Source: an optimization exercise on an open RTL-to-GDS flow (aim: small area, a short achievable clock period and few clock cycles per item). Production flows keep margins and buffers that such runs may drop. Only simulation tests tie the RTL to the original design; equivalence was not proved. Power and IR drop assume default switching activity.

## source_text_tokenizer
module source_text_tokenizer (
  input  logic                             clk_i,
  input  logic                             rst_ni,
  input  logic                             txt_valid_i,
  output logic                             txt_ready_o,
  input  logic [7:0]                       txt_char_i,
  input  logic                             txt_end_i,
  output logic                             tok_valid_o,
  input  logic                             tok_ready_i,
  output logic [stt_pkg::KindBits-1:0]     tok_kind_o,
  output logic [stt_pkg::LineBits-1:0]     tok_line_o,
  output logic [stt_pkg::ColBits-1:0]      tok_col_o,
  output logic [stt_pkg::OffsetBits-1:0]   tok_offset_o,
  output logic [stt_pkg::LengthBits-1:0]   tok_length_o,
  output logic                             tok_last_o
);
Settings: LEC_CHECK=0, CAP_MARGIN=20, CORE_MARGIN=2, CORE_UTILIZATION=40, CTS_BUF_LIST=sky130_fd_sc_hd__clkbuf_8, SETUP_SLACK_MARGIN=2.35, SLEW_MARGIN=20; clock period 5.0 ns.
standard.sh (not shown) runs the stock make flow with config.mk's settings and CLKGATE_MAP_FILE= SYNTH_SCRIPT=/design/flow/synth_recipe.tcl, a recipe that flattens the netlist after the stock synthesis.
==> flow/flow/run.sh <==
#!/bin/bash
# The standard layout (standard.sh, the standard flow's own ORFS run) with these ORFS
# settings changed; make's full output goes to make.log here, each ORFS step's
# log to orfs/logs.
set -euo pipefail
export BUFFER_PORTS_ARGS="-buffer_cell sky130_fd_sc_hd__buf_1"
export SKIP_GATE_CLONING=1
bash standard.sh > make.log 2>&1
Testbench counts at the start, summed over its fixed seeds: cycles 24,838, bytes 24,017.
==> next run, changes <==
--- a/flow/design.v
+++ b/flow/design.v
@@ -184,26 +184,26 @@
       r.lsm  = 2'd1;
       r.kind = stt_pkg::TK_ILLEGAL;
     end else begin
       r.last = 1'b1;
       r.fin  = 1'b1;
       r.stp  = 1'b0;
       r.lrun = 1'b0;
       r.lsm  = {1'b0, !x.e};
       r.kind = x.e ? stt_pkg::TK_EOF : x.sk;
     end
     present = r;
   endfunction
-  logic cur_vld_q, cur_vld_d;
-  cls_t cur_q, in_cls, cur_d;
+  logic cur_vld_q, skd_vld_q, cur_vld_d;
+  cls_t cur_q, skd_q, in_cls, cur_d;
   mode_t            mode_q, mode_d;
   logic             bang_q, bang_d;    
   logic             seen_q, seen_d;    
   stt_pkg::line_t   line_q, line_d;
   stt_pkg::col_t    col_q, col_d, tsc_q;
   stt_pkg::offset_t off_q, off_d, tso_q;
   stt_pkg::length_t run_q, run_d;
   logic             ph_q, ph_d;        
   logic             ctop_q, otop_q;    
   pres_t            pr_q, pr_d;
   logic hold_dot, absorbed, start;
   logic take, consume, step, cur_free, in_xfer;
@@ -215,43 +215,43 @@
   assign start    = !cur_q.e && !absorbed && (cur_q.al || cur_q.dg || cur_q.eq || cur_q.bg);
   assign tok_valid_o  = pr_q.v;
   assign tok_kind_o   = pr_q.kind;
   assign tok_last_o   = pr_q.last;
   assign tok_line_o   = line_q;
   assign tok_col_o    = pr_q.sa ? tsc_q : {col_q[15:1], col_q[0] || (pr_q.sb && ctop_q)};
   assign tok_offset_o = pr_q.sa ? tso_q : {off_q[31:1], off_q[0] || (pr_q.sb && otop_q)};
   assign tok_length_o = pr_q.lrun ? run_q : {14'd0, pr_q.lsm};
   assign take     = pr_q.v && tok_ready_i;
   assign step     = take && pr_q.stp;
   assign consume  = (cur_vld_q && !pr_q.v) || (take && pr_q.fin);
   assign cur_free = !cur_vld_q || consume;
-  assign txt_ready_o = cur_free;
-  assign in_xfer     = txt_valid_i && cur_free;
+  assign txt_ready_o = !skd_vld_q;
+  assign in_xfer     = txt_valid_i && !skd_vld_q;
   assign in_cls      = classify(txt_char_i, txt_end_i);
   assign adv    = step || (consume && !cur_q.e && !hold_dot);
   assign two    = consume && mode_q.dot;
   assign lf_adv = consume && cur_q.lf;
   assign radv   = consume && (mode_q.id || mode_q.num || mode_q.dot) && absorbed && !hold_dot;
   assign off_top = &off_q[31:1];
   assign col_top = &col_q[15:1];
   assign run_top = &run_q[15:1];
   assign oc1     = adv && !off_top && (two || off_q[0]);
   assign cc1     = adv && !col_top && (two || col_q[0]);
   assign rc1     = radv && !run_top && (mode_q.dot || run_q[0]);
   always_comb begin
     cur_vld_d = cur_vld_q;
     cur_d     = cur_q;
     if (cur_free) begin
-      cur_vld_d = txt_valid_i;
-      cur_d     = in_cls;
+      cur_vld_d = skd_vld_q || in_xfer;
+      cur_d     = skd_vld_q ? skd_q : in_cls;
     end
     ph_d = ph_q;
     if (consume || step) begin
       ph_d = 1'b0;
     end else if (take) begin
       ph_d = 1'b1;
     end
     off_d[0] = adv ? (off_top || (off_q[0] ^ !two)) : off_q[0];
     for (int i = 1; i < 32; i++) begin
       off_d[i] = off_q[i] ^ (oc1 && (&(off_q | ~((32'd1 << i) - 32'd2))));
     end
     line_d[0] = line_q[0] ^ (lf_adv && !(&line_q));
@@ -283,42 +283,47 @@
       if (start) begin
         bang_d = cur_q.bg;
         seen_d = 1'b0;
       end else if (mode_q.dot && cur_q.dg) begin
         seen_d = 1'b1;
       end
     end
     pr_d = present(cur_d, cur_vld_d, mode_d, bang_d, seen_d, ph_d);
   end
   always_ff @(posedge clk_i or negedge rst_ni) begin
     if (!rst_ni) begin
       cur_vld_q <= 1'b0;
+      skd_vld_q <= 1'b0;
       ph_q      <= 1'b0;
       mode_q    <= '0;
       line_q    <= stt_pkg::line_t'(1);
       col_q     <= stt_pkg::col_t'(1);
       off_q     <= '0;
       pr_q.v    <= 1'b0;
     end else begin
       cur_vld_q <= cur_vld_d;
+      skd_vld_q <= cur_free ? 1'b0 : (skd_vld_q || in_xfer);
       ph_q      <= ph_d;
       mode_q    <= mode_d;
       line_q    <= line_d;
       col_q     <= col_d;
       off_q     <= off_d;
       pr_q.v    <= pr_d.v;
     end
   end
   always_ff @(posedge clk_i) begin
     cur_q  <= cur_d;
+    if (!skd_vld_q) begin
+      skd_q <= in_cls;
+    end
     if (consume && start) begin
       tsc_q <= col_q;
       tso_q <= off_q;
     end
     run_q  <= run_d;
     bang_q <= bang_d;
     seen_q <= seen_d;
     ctop_q <= col_top;
     otop_q <= off_top;
     {pr_q.sa, pr_q.sb, pr_q.last, pr_q.fin, pr_q.stp, pr_q.lrun, pr_q.lsm, pr_q.kind} <=
       {pr_d.sa, pr_d.sb, pr_d.last, pr_d.fin, pr_d.stp, pr_d.lrun, pr_d.lsm, pr_d.kind};
   end
Result: The new run produced a clean layout; power climbs by well over a third; global-route usage drops by 0.46 points; design area came out higher by a few percent; clock-buffer cell count decreases by 2; wire length is higher slightly; worst hold slack is worse by 0.021 ns; die area went up by a few percent; combinational power climbs to 3.0 times its value.
Testbench counts after the change, summed over its fixed seeds: cycles 24,838, bytes 24,017.

port drivers added, routing unchanged:
Ports are ideal in the flow. The routed layouts listed here were re-timed in OpenROAD. Step 1 sets driving cells, clkbuf_16 on the clock port and buf_2 on the other inputs (assumed; they add their load-dependent delay and slew). Step 2 adds t to the input delays and takes it off the output delays; t is the mean of the earliest and latest rising clock arrival at the registers after step 1. Input paths then give back, and output paths get back, about the clock's delay inside the block. a / b / c = ideal ports / drivers / drivers and shift; a / b = the first two.
run	t (ns)	slack for setup (ns)	hold slack, ns	latest minus earliest clock arrival (ns)
the first run	0.474	2.380 / 2.344 / 1.938	0.471 / 0.471 / 0.471	0.013 / 0.013
the second run	0.511	2.418 / 2.390 / 1.926	0.450 / 0.450 / 0.450	0.016 / 0.016
After both steps setup and hold are still met in every run listed. For the second run, which loses most, drivers alone change the setup slack by -0.028 ns; drivers and shift together by -0.492 ns.
